From an optimization exercise on the open Yosys and OpenROAD flow, aimed at small area, a short achievable clock period and few clock cycles per item; shortcuts taken in it are not production practice. In this exercise RTL edits were held to simulation tests only and were not proved equivalent to the original. Power is estimated from default activity; no workload was simulated.

==> onyx: inputs <==
==> flow/design.v (excerpt) <==
module raycast_floor_texel_mapper_unit (
   input  logic        clock,
   input  logic        reset,
   input  logic        req_valid,
   output logic        req_ready,
   input  logic        req_func,
   input  logic [9:0]  req_column,
   input  logic [9:0]  req_start_row,
   input  logic        req_side,
   input  logic [1:0]  req_dir_x_sign,
   input  logic [1:0]  req_dir_y_sign,
   input  logic [5:0]  req_map_x,
   input  logic [5:0]  req_map_y,
   input  logic [15:0] req_wall_frac,
   input  logic [23:0] req_wall_dist,
   output logic        rsp_valid,
   input  logic        rsp_ready,
   output logic [9:0]  rsp_out_column,
   output logic [9:0]  rsp_floor_row,
   output logic [10:0] rsp_sky_row,
   output logic [9:0]  rsp_tex_x,
   output logic [9:0]  rsp_tex_y,
   output logic        rsp_last,
   input  logic        csr_we,
   input  logic [2:0]  csr_index,
   input  logic [21:0] csr_wdata
);
   localparam int N1 = 14;    
   localparam int N2 = 18;    
   localparam logic [N1-1:0] CUT1 = 14'h3FFF;
   localparam logic [N2-1:0] CUT2 = 18'h3FFFF;
   logic [10:0] screen_rows_ff;
   logic [21:0] cam_x_ff, cam_y_ff;
   logic [10:0] tex_width_ff, tex_height_ff;
   logic [10:0] h;
   logic [11:0] h3_ff;          
   logic [1:0][23:0] sl_dist;
   logic [1:0][22:0] sl_px, sl_py;
   logic [1:0][9:0]  sl_col, sl_y0;
   logic [1:0][9:0]  sl_row;      
   logic [1:0]       sl_fresh;    
   logic        live_ff, slot_ff;
   logic [10:0] y_ff;           
   logic        accept, setup_go, row_go, n_issue;
   logic [10:0] y, y_next;
   logic        row_ok;
   logic        blocked;
   logic        rp_active, rp_slot;
   logic [9:0]  rp_row;
   logic        rp_end;
   logic        arrive, out_free, drop_now, load;
   logic        iss_v, iss_tag;
   logic [10:0] iss_y;
   logic [11:0] d_val;
   logic        rsp_valid_ff;
   logic [9:0]  rsp_column_ff, rsp_row_ff, rsp_tx_ff, rsp_ty_ff;
   logic [10:0] rsp_sky_ff;
   logic        rsp_last_ff;
   assign h = (screen_rows_ff > 11'd1024) ? 11'd1024 : screen_rows_ff;
   always_ff @(posedge clock) begin
      if (reset) begin
         screen_rows_ff <= 11'd480;
         h3_ff          <= 12'd1440;
         cam_x_ff       <= '0;
         cam_y_ff       <= '0;
         tex_width_ff   <= 11'd64;
  ...
Settings: LEC_CHECK=0, CAP_MARGIN=20, CORE_MARGIN=2, CORE_UTILIZATION=45, CTS_BUF_LIST=sky130_fd_sc_hd__clkbuf_16, CTS_CLUSTER_DIAMETER=70, CTS_CLUSTER_SIZE=22, PLACE_DENSITY=0.6, SLEW_MARGIN=20; clock period 5.0 ns.
run.sh (not shown) runs the stock make flow with config.mk's settings and CLKGATE_MAP_FILE= SYNTH_SCRIPT=/design/flow/synth_recipe.tcl, a recipe that flattens the netlist after the stock synthesis.
==> inputs of violet, as changes to onyx <==
--- a/flow/design.v
+++ b/flow/design.v
@@ -84,11 +84,10 @@
    localparam logic [N2-1:0] CUT2 = 18'h3FFFF;
    logic [10:0] screen_rows_ff;
    logic [21:0] cam_x_ff, cam_y_ff;
    logic [10:0] tex_width_ff, tex_height_ff;
    logic [10:0] h;
-   logic [11:0] h3_ff;          
    logic [1:0][23:0] sl_dist;
    logic [1:0][22:0] sl_px, sl_py;
    logic [1:0][9:0]  sl_col, sl_y0;
    logic [1:0][9:0]  sl_row;      
    logic [1:0]       sl_fresh;    
@@ -111,22 +110,17 @@
    logic        rsp_last_ff;
    assign h = (screen_rows_ff > 11'd1024) ? 11'd1024 : screen_rows_ff;
    always_ff @(posedge clock) begin
       if (reset) begin
          screen_rows_ff <= 11'd480;
-         h3_ff          <= 12'd1440;
          cam_x_ff       <= '0;
          cam_y_ff       <= '0;
          tex_width_ff   <= 11'd64;
          tex_height_ff  <= 11'd64;
       end else if (csr_we) begin
          case (csr_index)
-            3'd0: begin
-               screen_rows_ff <= csr_wdata[10:0];
-               h3_ff          <= (csr_wdata[10:0] > 11'd1024) ? 12'd3072
-                               : {1'b0, csr_wdata[10:0]} + {csr_wdata[10:0], 1'b0};
-            end
+            3'd0: screen_rows_ff <= csr_wdata[10:0];
             3'd1: cam_x_ff       <= csr_wdata;
             3'd2: cam_y_ff       <= csr_wdata;
             3'd3: tex_width_ff   <= csr_wdata[10:0];
             3'd4: tex_height_ff  <= csr_wdata[10:0];
             default: ;
@@ -205,34 +199,30 @@
          end
       end
    end
    logic       i_v, i_tag;
    logic [9:0] i_d;
-   logic [11:0] i_d3;
    always_ff @(posedge clock) begin
       if (reset || drop_now) begin
          i_v <= 1'b0;
       end else begin
          i_v <= iss_v;
       end
    end
    always_ff @(posedge clock) begin
       i_tag   <= iss_tag;
       i_d     <= (d_val[11] || d_val == '0) ? 10'd0 : d_val[9:0];
-      i_d3    <= (d_val[11] || d_val == '0) ? 12'd0 : 12'({iss_y, 2'b00} + {iss_y, 1'b0} - {1'b0, h3_ff});
    end
    logic [N1:0]        a1_v, a1_tag;
    logic [N1:0][9:0]   a1_d, a1_r;
-   logic [N1:0][11:0]  a1_d3;           
    logic [N1:0][27:0]  a1_q;
    logic [N1:0]        a1_b0, a1_b1;    
    logic [27:0]        num1;
    assign num1 = {1'b0, h, 16'b0};
    assign a1_v[0]     = i_v;
    assign a1_tag[0]   = i_tag;
    assign a1_d[0]     = i_d;
-   assign a1_d3[0]    = i_d3;
    assign a1_r[0]     = '0;
    assign a1_q[0]     = '0;
    assign a1_b0[0]    = 1'b0;
    assign a1_b1[0]    = 1'b0;
    for (genvar k = 0; k < N1; k++) begin : g_div1
@@ -243,11 +233,11 @@
       logic [9:0]  r_n;
       logic [1:0]  q_n;
       assign trial = {a1_r[k] & MASK_IN, num1[27-2*k -: 2]};
       assign t1    = {1'b0, trial} - {3'b000, a1_d[k]};
       assign t2    = {1'b0, trial} - {2'b00, a1_d[k], 1'b0};
-      assign t3    = {1'b0, trial} - {1'b0, a1_d3[k]};
+      assign t3    = {1'b0, trial} - {3'b000, a1_d[k]} - {2'b00, a1_d[k], 1'b0};
       always_comb begin
          if (!t3[12]) begin
             q_n = 2'd3;
             r_n = t3[9:0];
          end else if (!t2[12]) begin
@@ -262,11 +252,10 @@
          end
       end
       if (CUT1[k]) begin : g_reg
          logic        v, tag;
          logic [9:0]  d, r;
-         logic [11:0] d3;
          logic [27:0] q;
          always_ff @(posedge clock) begin
             if (reset || drop_now) begin
                v <= 1'b0;
             end else begin
@@ -275,35 +264,32 @@
          end
          always_ff @(posedge clock) begin
             begin
                tag   <= a1_tag[k];
                d     <= a1_d[k];
-               d3    <= a1_d3[k];
                r     <= r_n & MASK_OUT;
                q     <= {a1_q[k][25:0], q_n};
             end
          end
          assign a1_v[k+1]     = v;
          assign a1_tag[k+1]   = tag;
          assign a1_d[k+1]     = d;
-         assign a1_d3[k+1]    = d3;
          assign a1_r[k+1]     = r;
          assign a1_q[k+1]     = q;
          assign a1_b0[k+1]    = a1_v[k] && !a1_tag[k];
          assign a1_b1[k+1]    = a1_v[k] && a1_tag[k];
       end else begin : g_wire
          assign a1_v[k+1]     = a1_v[k];
          assign a1_tag[k+1]   = a1_tag[k];
          assign a1_d[k+1]     = a1_d[k];
-         assign a1_d3[k+1]    = a1_d3[k];
          assign a1_r[k+1]     = r_n & MASK_OUT;
          assign a1_q[k+1]     = {a1_q[k][25:0], q_n};
          assign a1_b0[k+1]    = 1'b0;
          assign a1_b1[k+1]    = 1'b0;
       end
    end
-   logic [N2:0]        a2_v, a2_tag, a2_ntag, a2_sat, a2_x;    
+   logic [N2:0]        a2_v, a2_tag, a2_sat, a2_x;
    logic [N2:0][23:0]  a2_r;
    logic [N2:0][17:0]  a2_q;
    logic [N2:0]        a2_b0, a2_b1;
    logic [27:0]        dist1;
    logic [25:0]        sat_dif;
@@ -312,11 +298,10 @@
    assign sat_dif     = {1'b0, a1_q[N1-1][24:0]} - {2'b00, a1_tag[N1-1] ? sl_dist[1] : sl_dist[0]};
    always_ff @(posedge clock)
       sat1_ff <= !sat_dif[25];
    assign a2_v[0]     = a1_v[N1];
    assign a2_tag[0]   = a1_tag[N1];
-   assign a2_ntag[0]  = !a1_tag[N1];
    assign a2_sat[0]   = sat1_ff;
    assign a2_r[0]     = dist1[25:2];
    assign a2_q[0]     = '0;
    assign a2_x[0]     = dist1[0];
    assign a2_b0[0]    = 1'b0;
@@ -325,18 +310,17 @@
       logic [23:0] dv;
       logic [24:0] trial;
       logic [25:0] t1;
       logic [23:0] r_n;
       logic        q_n;
-      assign dv    = {a2_ntag[k] ? sl_dist[0][23:12] : sl_dist[1][23:12],
-                      a2_tag[k] ? sl_dist[1][11:0] : sl_dist[0][11:0]};
+      assign dv    = a2_tag[k] ? sl_dist[1] : sl_dist[0];
       assign trial = {a2_r[k], (k == 0) ? dist1[1] : (k == 1) ? a2_x[k] : 1'b0};
       assign t1    = {1'b0, trial} - {2'b00, dv};
       assign q_n   = !t1[25];
       assign r_n   = q_n ? t1[23:0] : trial[23:0];
       if (CUT2[k]) begin : g_reg
-         logic        v, tag, ntag, sat, x;
+         logic        v, tag, sat, x;
          logic [23:0] r;
          logic [17:0] q;
          always_ff @(posedge clock) begin
             if (reset || drop_now) begin
                v <= 1'b0;
@@ -345,30 +329,27 @@
             end
          end
          always_ff @(posedge clock) begin
             begin
                tag   <= a2_tag[k];
-               ntag  <= a2_ntag[k];
                sat   <= a2_sat[k];
                x     <= a2_x[k];
                r     <= r_n;
                q     <= {a2_q[k][16:0], a2_sat[k] || q_n};
             end
          end
          assign a2_v[k+1]     = v;
          assign a2_tag[k+1]   = tag;
-         assign a2_ntag[k+1]  = ntag;
          assign a2_sat[k+1]   = sat;
          assign a2_x[k+1]     = x;
          assign a2_r[k+1]     = r;
          assign a2_q[k+1]     = q;
          assign a2_b0[k+1]    = a2_v[k] && !a2_tag[k];
          assign a2_b1[k+1]    = a2_v[k] && a2_tag[k];
       end else begin : g_wire
          assign a2_v[k+1]     = a2_v[k];
          assign a2_tag[k+1]   = a2_tag[k];
-         assign a2_ntag[k+1]  = a2_ntag[k];
          assign a2_sat[k+1]   = a2_sat[k];
          assign a2_x[k+1]     = a2_x[k];
          assign a2_r[k+1]     = r_n;
          assign a2_q[k+1]     = {a2_q[k][16:0], a2_sat[k] || q_n};
          assign a2_b0[k+1]    = 1'b0;
Settings changed: CORE_UTILIZATION 45 to 65, PLACE_DENSITY 0.6 to 0.75.
==> inputs of delta, as changes to onyx <==
--- a/flow/design.v
+++ b/flow/design.v
@@ -84,11 +84,10 @@
    localparam logic [N2-1:0] CUT2 = 18'h3FFFF;
    logic [10:0] screen_rows_ff;
    logic [21:0] cam_x_ff, cam_y_ff;
    logic [10:0] tex_width_ff, tex_height_ff;
    logic [10:0] h;
-   logic [11:0] h3_ff;          
    logic [1:0][23:0] sl_dist;
    logic [1:0][22:0] sl_px, sl_py;
    logic [1:0][9:0]  sl_col, sl_y0;
    logic [1:0][9:0]  sl_row;      
    logic [1:0]       sl_fresh;    
@@ -111,22 +110,17 @@
    logic        rsp_last_ff;
    assign h = (screen_rows_ff > 11'd1024) ? 11'd1024 : screen_rows_ff;
    always_ff @(posedge clock) begin
       if (reset) begin
          screen_rows_ff <= 11'd480;
-         h3_ff          <= 12'd1440;
          cam_x_ff       <= '0;
          cam_y_ff       <= '0;
          tex_width_ff   <= 11'd64;
          tex_height_ff  <= 11'd64;
       end else if (csr_we) begin
          case (csr_index)
-            3'd0: begin
-               screen_rows_ff <= csr_wdata[10:0];
-               h3_ff          <= (csr_wdata[10:0] > 11'd1024) ? 12'd3072
-                               : {1'b0, csr_wdata[10:0]} + {csr_wdata[10:0], 1'b0};
-            end
+            3'd0: screen_rows_ff <= csr_wdata[10:0];
             3'd1: cam_x_ff       <= csr_wdata;
             3'd2: cam_y_ff       <= csr_wdata;
             3'd3: tex_width_ff   <= csr_wdata[10:0];
             3'd4: tex_height_ff  <= csr_wdata[10:0];
             default: ;
@@ -205,34 +199,30 @@
          end
       end
    end
    logic       i_v, i_tag;
    logic [9:0] i_d;
-   logic [11:0] i_d3;
    always_ff @(posedge clock) begin
       if (reset || drop_now) begin
          i_v <= 1'b0;
       end else begin
          i_v <= iss_v;
       end
    end
    always_ff @(posedge clock) begin
       i_tag   <= iss_tag;
       i_d     <= (d_val[11] || d_val == '0) ? 10'd0 : d_val[9:0];
-      i_d3    <= (d_val[11] || d_val == '0) ? 12'd0 : 12'({iss_y, 2'b00} + {iss_y, 1'b0} - {1'b0, h3_ff});
    end
    logic [N1:0]        a1_v, a1_tag;
    logic [N1:0][9:0]   a1_d, a1_r;
-   logic [N1:0][11:0]  a1_d3;           
    logic [N1:0][27:0]  a1_q;
    logic [N1:0]        a1_b0, a1_b1;    
    logic [27:0]        num1;
    assign num1 = {1'b0, h, 16'b0};
    assign a1_v[0]     = i_v;
    assign a1_tag[0]   = i_tag;
    assign a1_d[0]     = i_d;
-   assign a1_d3[0]    = i_d3;
    assign a1_r[0]     = '0;
    assign a1_q[0]     = '0;
    assign a1_b0[0]    = 1'b0;
    assign a1_b1[0]    = 1'b0;
    for (genvar k = 0; k < N1; k++) begin : g_div1
@@ -243,11 +233,11 @@
       logic [9:0]  r_n;
       logic [1:0]  q_n;
       assign trial = {a1_r[k] & MASK_IN, num1[27-2*k -: 2]};
       assign t1    = {1'b0, trial} - {3'b000, a1_d[k]};
       assign t2    = {1'b0, trial} - {2'b00, a1_d[k], 1'b0};
-      assign t3    = {1'b0, trial} - {1'b0, a1_d3[k]};
+      assign t3    = {1'b0, trial} - {3'b000, a1_d[k]} - {2'b00, a1_d[k], 1'b0};
       always_comb begin
          if (!t3[12]) begin
             q_n = 2'd3;
             r_n = t3[9:0];
          end else if (!t2[12]) begin
@@ -262,11 +252,10 @@
          end
       end
       if (CUT1[k]) begin : g_reg
          logic        v, tag;
          logic [9:0]  d, r;
-         logic [11:0] d3;
          logic [27:0] q;
          always_ff @(posedge clock) begin
             if (reset || drop_now) begin
                v <= 1'b0;
             end else begin
@@ -275,35 +264,32 @@
          end
          always_ff @(posedge clock) begin
             begin
                tag   <= a1_tag[k];
                d     <= a1_d[k];
-               d3    <= a1_d3[k];
                r     <= r_n & MASK_OUT;
                q     <= {a1_q[k][25:0], q_n};
             end
          end
          assign a1_v[k+1]     = v;
          assign a1_tag[k+1]   = tag;
          assign a1_d[k+1]     = d;
-         assign a1_d3[k+1]    = d3;
          assign a1_r[k+1]     = r;
          assign a1_q[k+1]     = q;
          assign a1_b0[k+1]    = a1_v[k] && !a1_tag[k];
          assign a1_b1[k+1]    = a1_v[k] && a1_tag[k];
       end else begin : g_wire
          assign a1_v[k+1]     = a1_v[k];
          assign a1_tag[k+1]   = a1_tag[k];
          assign a1_d[k+1]     = a1_d[k];
-         assign a1_d3[k+1]    = a1_d3[k];
          assign a1_r[k+1]     = r_n & MASK_OUT;
          assign a1_q[k+1]     = {a1_q[k][25:0], q_n};
          assign a1_b0[k+1]    = 1'b0;
          assign a1_b1[k+1]    = 1'b0;
       end
    end
-   logic [N2:0]        a2_v, a2_tag, a2_ntag, a2_sat, a2_x;    
+   logic [N2:0]        a2_v, a2_tag, a2_sat, a2_x;
    logic [N2:0][23:0]  a2_r;
    logic [N2:0][17:0]  a2_q;
    logic [N2:0]        a2_b0, a2_b1;
    logic [27:0]        dist1;
    logic [25:0]        sat_dif;
@@ -312,11 +298,10 @@
    assign sat_dif     = {1'b0, a1_q[N1-1][24:0]} - {2'b00, a1_tag[N1-1] ? sl_dist[1] : sl_dist[0]};
    always_ff @(posedge clock)
       sat1_ff <= !sat_dif[25];
    assign a2_v[0]     = a1_v[N1];
    assign a2_tag[0]   = a1_tag[N1];
-   assign a2_ntag[0]  = !a1_tag[N1];
    assign a2_sat[0]   = sat1_ff;
    assign a2_r[0]     = dist1[25:2];
    assign a2_q[0]     = '0;
    assign a2_x[0]     = dist1[0];
    assign a2_b0[0]    = 1'b0;
@@ -325,18 +310,17 @@
       logic [23:0] dv;
       logic [24:0] trial;
       logic [25:0] t1;
       logic [23:0] r_n;
       logic        q_n;
-      assign dv    = {a2_ntag[k] ? sl_dist[0][23:12] : sl_dist[1][23:12],
-                      a2_tag[k] ? sl_dist[1][11:0] : sl_dist[0][11:0]};
+      assign dv    = a2_tag[k] ? sl_dist[1] : sl_dist[0];
       assign trial = {a2_r[k], (k == 0) ? dist1[1] : (k == 1) ? a2_x[k] : 1'b0};
       assign t1    = {1'b0, trial} - {2'b00, dv};
       assign q_n   = !t1[25];
       assign r_n   = q_n ? t1[23:0] : trial[23:0];
       if (CUT2[k]) begin : g_reg
-         logic        v, tag, ntag, sat, x;
+         logic        v, tag, sat, x;
          logic [23:0] r;
          logic [17:0] q;
          always_ff @(posedge clock) begin
             if (reset || drop_now) begin
                v <= 1'b0;
@@ -345,30 +329,27 @@
             end
          end
          always_ff @(posedge clock) begin
             begin
                tag   <= a2_tag[k];
-               ntag  <= a2_ntag[k];
                sat   <= a2_sat[k];
                x     <= a2_x[k];
                r     <= r_n;
                q     <= {a2_q[k][16:0], a2_sat[k] || q_n};
             end
          end
          assign a2_v[k+1]     = v;
          assign a2_tag[k+1]   = tag;
-         assign a2_ntag[k+1]  = ntag;
          assign a2_sat[k+1]   = sat;
          assign a2_x[k+1]     = x;
          assign a2_r[k+1]     = r;
          assign a2_q[k+1]     = q;
          assign a2_b0[k+1]    = a2_v[k] && !a2_tag[k];
          assign a2_b1[k+1]    = a2_v[k] && a2_tag[k];
       end else begin : g_wire
          assign a2_v[k+1]     = a2_v[k];
          assign a2_tag[k+1]   = a2_tag[k];
-         assign a2_ntag[k+1]  = a2_ntag[k];
          assign a2_sat[k+1]   = a2_sat[k];
          assign a2_x[k+1]     = a2_x[k];
          assign a2_r[k+1]     = r_n;
          assign a2_q[k+1]     = {a2_q[k][16:0], a2_sat[k] || q_n};
          assign a2_b0[k+1]    = 1'b0;
Settings changed: CORE_UTILIZATION 45 to 60, PLACE_DENSITY 0.6 to 0.72.
==> inputs of quartz, as changes to onyx <==
--- a/flow/design.v
+++ b/flow/design.v
@@ -76,19 +76,18 @@
    output logic        rsp_last,
    input  logic        csr_we,
    input  logic [2:0]  csr_index,
    input  logic [21:0] csr_wdata
 );
-   localparam int N1 = 14;    
+   localparam int N1 = 27;    
    localparam int N2 = 18;    
-   localparam logic [N1-1:0] CUT1 = 14'h3FFF;
+   localparam logic [N1-1:0] CUT1 = 27'h7FFFFFA;
    localparam logic [N2-1:0] CUT2 = 18'h3FFFF;
    logic [10:0] screen_rows_ff;
    logic [21:0] cam_x_ff, cam_y_ff;
    logic [10:0] tex_width_ff, tex_height_ff;
    logic [10:0] h;
-   logic [11:0] h3_ff;          
    logic [1:0][23:0] sl_dist;
    logic [1:0][22:0] sl_px, sl_py;
    logic [1:0][9:0]  sl_col, sl_y0;
    logic [1:0][9:0]  sl_row;      
    logic [1:0]       sl_fresh;    
@@ -111,22 +110,17 @@
    logic        rsp_last_ff;
    assign h = (screen_rows_ff > 11'd1024) ? 11'd1024 : screen_rows_ff;
    always_ff @(posedge clock) begin
       if (reset) begin
          screen_rows_ff <= 11'd480;
-         h3_ff          <= 12'd1440;
          cam_x_ff       <= '0;
          cam_y_ff       <= '0;
          tex_width_ff   <= 11'd64;
          tex_height_ff  <= 11'd64;
       end else if (csr_we) begin
          case (csr_index)
-            3'd0: begin
-               screen_rows_ff <= csr_wdata[10:0];
-               h3_ff          <= (csr_wdata[10:0] > 11'd1024) ? 12'd3072
-                               : {1'b0, csr_wdata[10:0]} + {csr_wdata[10:0], 1'b0};
-            end
+            3'd0: screen_rows_ff <= csr_wdata[10:0];
             3'd1: cam_x_ff       <= csr_wdata;
             3'd2: cam_y_ff       <= csr_wdata;
             3'd3: tex_width_ff   <= csr_wdata[10:0];
             3'd4: tex_height_ff  <= csr_wdata[10:0];
             default: ;
@@ -148,11 +142,10 @@
    assign d_val     = {iss_y, 1'b0} - {1'b0, h};
    always_ff @(posedge clock) begin
       if (reset) begin
          live_ff   <= 1'b0;
          rp_active <= 1'b0;
-         slot_ff   <= 1'b0;
       end else begin
          if (setup_go) begin
             slot_ff            <= !slot_ff;
             sl_row[!slot_ff]   <= req_start_row;
             y_ff               <= {1'b0, req_start_row} + 11'd1;
@@ -203,70 +196,54 @@
             sl_px[!slot_ff] <= {1'b0, req_map_x, req_wall_frac};
             sl_py[!slot_ff] <= {{1'b0, req_map_y} + 7'd1, 16'b0};
          end
       end
    end
+   always_ff @(posedge clock) begin
+      for (int s = 0; s < 2; s++) begin
+      end
+   end
    logic       i_v, i_tag;
    logic [9:0] i_d;
-   logic [11:0] i_d3;
    always_ff @(posedge clock) begin
       if (reset || drop_now) begin
          i_v <= 1'b0;
       end else begin
          i_v <= iss_v;
       end
    end
    always_ff @(posedge clock) begin
       i_tag   <= iss_tag;
       i_d     <= (d_val[11] || d_val == '0) ? 10'd0 : d_val[9:0];
-      i_d3    <= (d_val[11] || d_val == '0) ? 12'd0 : 12'({iss_y, 2'b00} + {iss_y, 1'b0} - {1'b0, h3_ff});
    end
    logic [N1:0]        a1_v, a1_tag;
    logic [N1:0][9:0]   a1_d, a1_r;
-   logic [N1:0][11:0]  a1_d3;           
-   logic [N1:0][27:0]  a1_q;
+   logic [N1:0][26:0]  a1_q;
    logic [N1:0]        a1_b0, a1_b1;    
-   logic [27:0]        num1;
-   assign num1 = {1'b0, h, 16'b0};
+   logic [26:0]        num1;
+   assign num1 = {h, 16'b0};
    assign a1_v[0]     = i_v;
    assign a1_tag[0]   = i_tag;
    assign a1_d[0]     = i_d;
-   assign a1_d3[0]    = i_d3;
    assign a1_r[0]     = '0;
    assign a1_q[0]     = '0;
    assign a1_b0[0]    = 1'b0;
    assign a1_b1[0]    = 1'b0;
    for (genvar k = 0; k < N1; k++) begin : g_div1
-      localparam logic [9:0] MASK_IN  = (k >= 5) ? 10'h3FF : 10'((1 << (2 * k)) - 1);
-      localparam logic [9:0] MASK_OUT = (k >= 4) ? 10'h3FF : 10'((1 << (2 * k + 2)) - 1);
-      logic [11:0] trial;
-      logic [12:0] t1, t2, t3;
+      localparam logic [9:0] MASK_IN  = (k >= 10) ? 10'h3FF : 10'((1 << k) - 1);
+      localparam logic [9:0] MASK_OUT = (k >= 9)  ? 10'h3FF : 10'((1 << (k + 1)) - 1);
+      logic [10:0] trial;
+      logic [11:0] t1;
       logic [9:0]  r_n;
-      logic [1:0]  q_n;
-      assign trial = {a1_r[k] & MASK_IN, num1[27-2*k -: 2]};
-      assign t1    = {1'b0, trial} - {3'b000, a1_d[k]};
-      assign t2    = {1'b0, trial} - {2'b00, a1_d[k], 1'b0};
-      assign t3    = {1'b0, trial} - {1'b0, a1_d3[k]};
-      always_comb begin
-         if (!t3[12]) begin
-            q_n = 2'd3;
-            r_n = t3[9:0];
-         end else if (!t2[12]) begin
-            q_n = 2'd2;
-            r_n = t2[9:0];
-         end else if (!t1[12]) begin
-            q_n = 2'd1;
-            r_n = t1[9:0];
-         end else begin
-            q_n = 2'd0;
-            r_n = trial[9:0];
-         end
-      end
+      logic        q_n;
+      assign trial = {a1_r[k] & MASK_IN, num1[26-k]};
+      assign t1    = {1'b0, trial} - {2'b00, a1_d[k]};
+      assign q_n   = !t1[11];
+      assign r_n   = q_n ? t1[9:0] : trial[9:0];
       if (CUT1[k]) begin : g_reg
          logic        v, tag;
          logic [9:0]  d, r;
-         logic [11:0] d3;
          logic [27:0] q;
          always_ff @(posedge clock) begin
             if (reset || drop_now) begin
                v <= 1'b0;
             end else begin
@@ -275,48 +252,44 @@
          end
          always_ff @(posedge clock) begin
             begin
                tag   <= a1_tag[k];
                d     <= a1_d[k];
-               d3    <= a1_d3[k];
                r     <= r_n & MASK_OUT;
                q     <= {a1_q[k][25:0], q_n};
             end
          end
          assign a1_v[k+1]     = v;
          assign a1_tag[k+1]   = tag;
          assign a1_d[k+1]     = d;
-         assign a1_d3[k+1]    = d3;
          assign a1_r[k+1]     = r;
          assign a1_q[k+1]     = q;
          assign a1_b0[k+1]    = a1_v[k] && !a1_tag[k];
          assign a1_b1[k+1]    = a1_v[k] && a1_tag[k];
       end else begin : g_wire
          assign a1_v[k+1]     = a1_v[k];
          assign a1_tag[k+1]   = a1_tag[k];
          assign a1_d[k+1]     = a1_d[k];
-         assign a1_d3[k+1]    = a1_d3[k];
          assign a1_r[k+1]     = r_n & MASK_OUT;
          assign a1_q[k+1]     = {a1_q[k][25:0], q_n};
          assign a1_b0[k+1]    = 1'b0;
          assign a1_b1[k+1]    = 1'b0;
       end
    end
-   logic [N2:0]        a2_v, a2_tag, a2_ntag, a2_sat, a2_x;    
+   logic [N2:0]        a2_v, a2_tag, a2_sat, a2_x;
    logic [N2:0][23:0]  a2_r;
    logic [N2:0][17:0]  a2_q;
    logic [N2:0]        a2_b0, a2_b1;
-   logic [27:0]        dist1;
+   logic [26:0]        dist1;
    logic [25:0]        sat_dif;
    assign dist1       = a1_q[N1];
    logic               sat1_ff;
-   assign sat_dif     = {1'b0, a1_q[N1-1][24:0]} - {2'b00, a1_tag[N1-1] ? sl_dist[1] : sl_dist[0]};
+   assign sat_dif     = {1'b0, a1_q[N1-1][25:1]} - {2'b00, a1_tag[N1-1] ? sl_dist[1] : sl_dist[0]};
    always_ff @(posedge clock)
       sat1_ff <= !sat_dif[25];
    assign a2_v[0]     = a1_v[N1];
    assign a2_tag[0]   = a1_tag[N1];
-   assign a2_ntag[0]  = !a1_tag[N1];
    assign a2_sat[0]   = sat1_ff;
    assign a2_r[0]     = dist1[25:2];
    assign a2_q[0]     = '0;
    assign a2_x[0]     = dist1[0];
    assign a2_b0[0]    = 1'b0;
@@ -325,18 +298,17 @@
       logic [23:0] dv;
       logic [24:0] trial;
       logic [25:0] t1;
       logic [23:0] r_n;
       logic        q_n;
-      assign dv    = {a2_ntag[k] ? sl_dist[0][23:12] : sl_dist[1][23:12],
-                      a2_tag[k] ? sl_dist[1][11:0] : sl_dist[0][11:0]};
+      assign dv    = a2_tag[k] ? sl_dist[1] : sl_dist[0];
       assign trial = {a2_r[k], (k == 0) ? dist1[1] : (k == 1) ? a2_x[k] : 1'b0};
       assign t1    = {1'b0, trial} - {2'b00, dv};
       assign q_n   = !t1[25];
       assign r_n   = q_n ? t1[23:0] : trial[23:0];
       if (CUT2[k]) begin : g_reg
-         logic        v, tag, ntag, sat, x;
+         logic        v, tag, sat, x;
          logic [23:0] r;
          logic [17:0] q;
          always_ff @(posedge clock) begin
             if (reset || drop_now) begin
                v <= 1'b0;
@@ -345,30 +317,27 @@
             end
          end
          always_ff @(posedge clock) begin
             begin
                tag   <= a2_tag[k];
-               ntag  <= a2_ntag[k];
                sat   <= a2_sat[k];
                x     <= a2_x[k];
                r     <= r_n;
                q     <= {a2_q[k][16:0], a2_sat[k] || q_n};
             end
          end
          assign a2_v[k+1]     = v;
          assign a2_tag[k+1]   = tag;
-         assign a2_ntag[k+1]  = ntag;
          assign a2_sat[k+1]   = sat;
          assign a2_x[k+1]     = x;
          assign a2_r[k+1]     = r;
          assign a2_q[k+1]     = q;
          assign a2_b0[k+1]    = a2_v[k] && !a2_tag[k];
          assign a2_b1[k+1]    = a2_v[k] && a2_tag[k];
       end else begin : g_wire
          assign a2_v[k+1]     = a2_v[k];
          assign a2_tag[k+1]   = a2_tag[k];
-         assign a2_ntag[k+1]  = a2_ntag[k];
          assign a2_sat[k+1]   = a2_sat[k];
          assign a2_x[k+1]     = a2_x[k];
          assign a2_r[k+1]     = r_n;
          assign a2_q[k+1]     = {a2_q[k][16:0], a2_sat[k] || q_n};
          assign a2_b0[k+1]    = 1'b0;
==> run notes <==
delta completed with no timing, DRC or antenna violations. quartz completed with no timing, DRC or antenna violations. violet completed with no timing, DRC or antenna violations. onyx ran to the end with no violations. Of violet and quartz, violet has the higher first-iteration DRC count (gap about 30%, measured against quartz). Against quartz, the fmax of onyx is smaller by 3.1%. Hold slack: violet > delta > quartz > onyx. Sequential power: delta is smaller than quartz (13%). Global-route usage: violet > delta > onyx > quartz. Critical path depth is the same in quartz and onyx. Between onyx and delta, the lower synthesized cell count is in delta (gap 2.0%, measured against delta). The highest via count belongs to onyx, the lowest to quartz.
Testbench counts of onyx, summed over its fixed seeds: cycles 18,918, items 18,465.
Testbench counts of violet, summed over its fixed seeds: cycles 18,918, items 18,465.
Testbench counts of delta, summed over its fixed seeds: cycles 18,918, items 18,465.
Testbench counts of quartz, summed over its fixed seeds: cycles 19,039, items 18,465.

==> separate check: timing with driven ports <==
Ports are ideal in the flow. The routed layouts listed here were re-timed in OpenROAD.
Step 1, drivers: a clkbuf_16 drives clock and a buf_2 each remaining input, both assumed.
Step 2 moves the port delays by t, midway between the first and last clock arrival at a register: inputs arrive t later, outputs are due t later. That takes back most of the time a late clock gives input paths.
a / b / c = no drivers / after step 1 / after step 2; a / b = the first two.
run | t (ns) | setup slack, ns | worst setup path at the end | pins driven straight from the clock port
onyx | 0.974 | 0.333 / 0.333 / 0.333 | register to register | 1
violet | 0.921 | 0.294 / 0.294 / 0.294 | register to register | 1
delta | 0.915 | 0.527 / 0.527 / 0.527 | register to register | 1
quartz | 0.957 | 0.476 / 0.476 / 0.112 | input to register | 1
After both steps setup and hold are still met in every run listed. For quartz, which loses most, drivers alone change the setup slack by 0.000 ns; drivers and shift together by -0.364 ns.
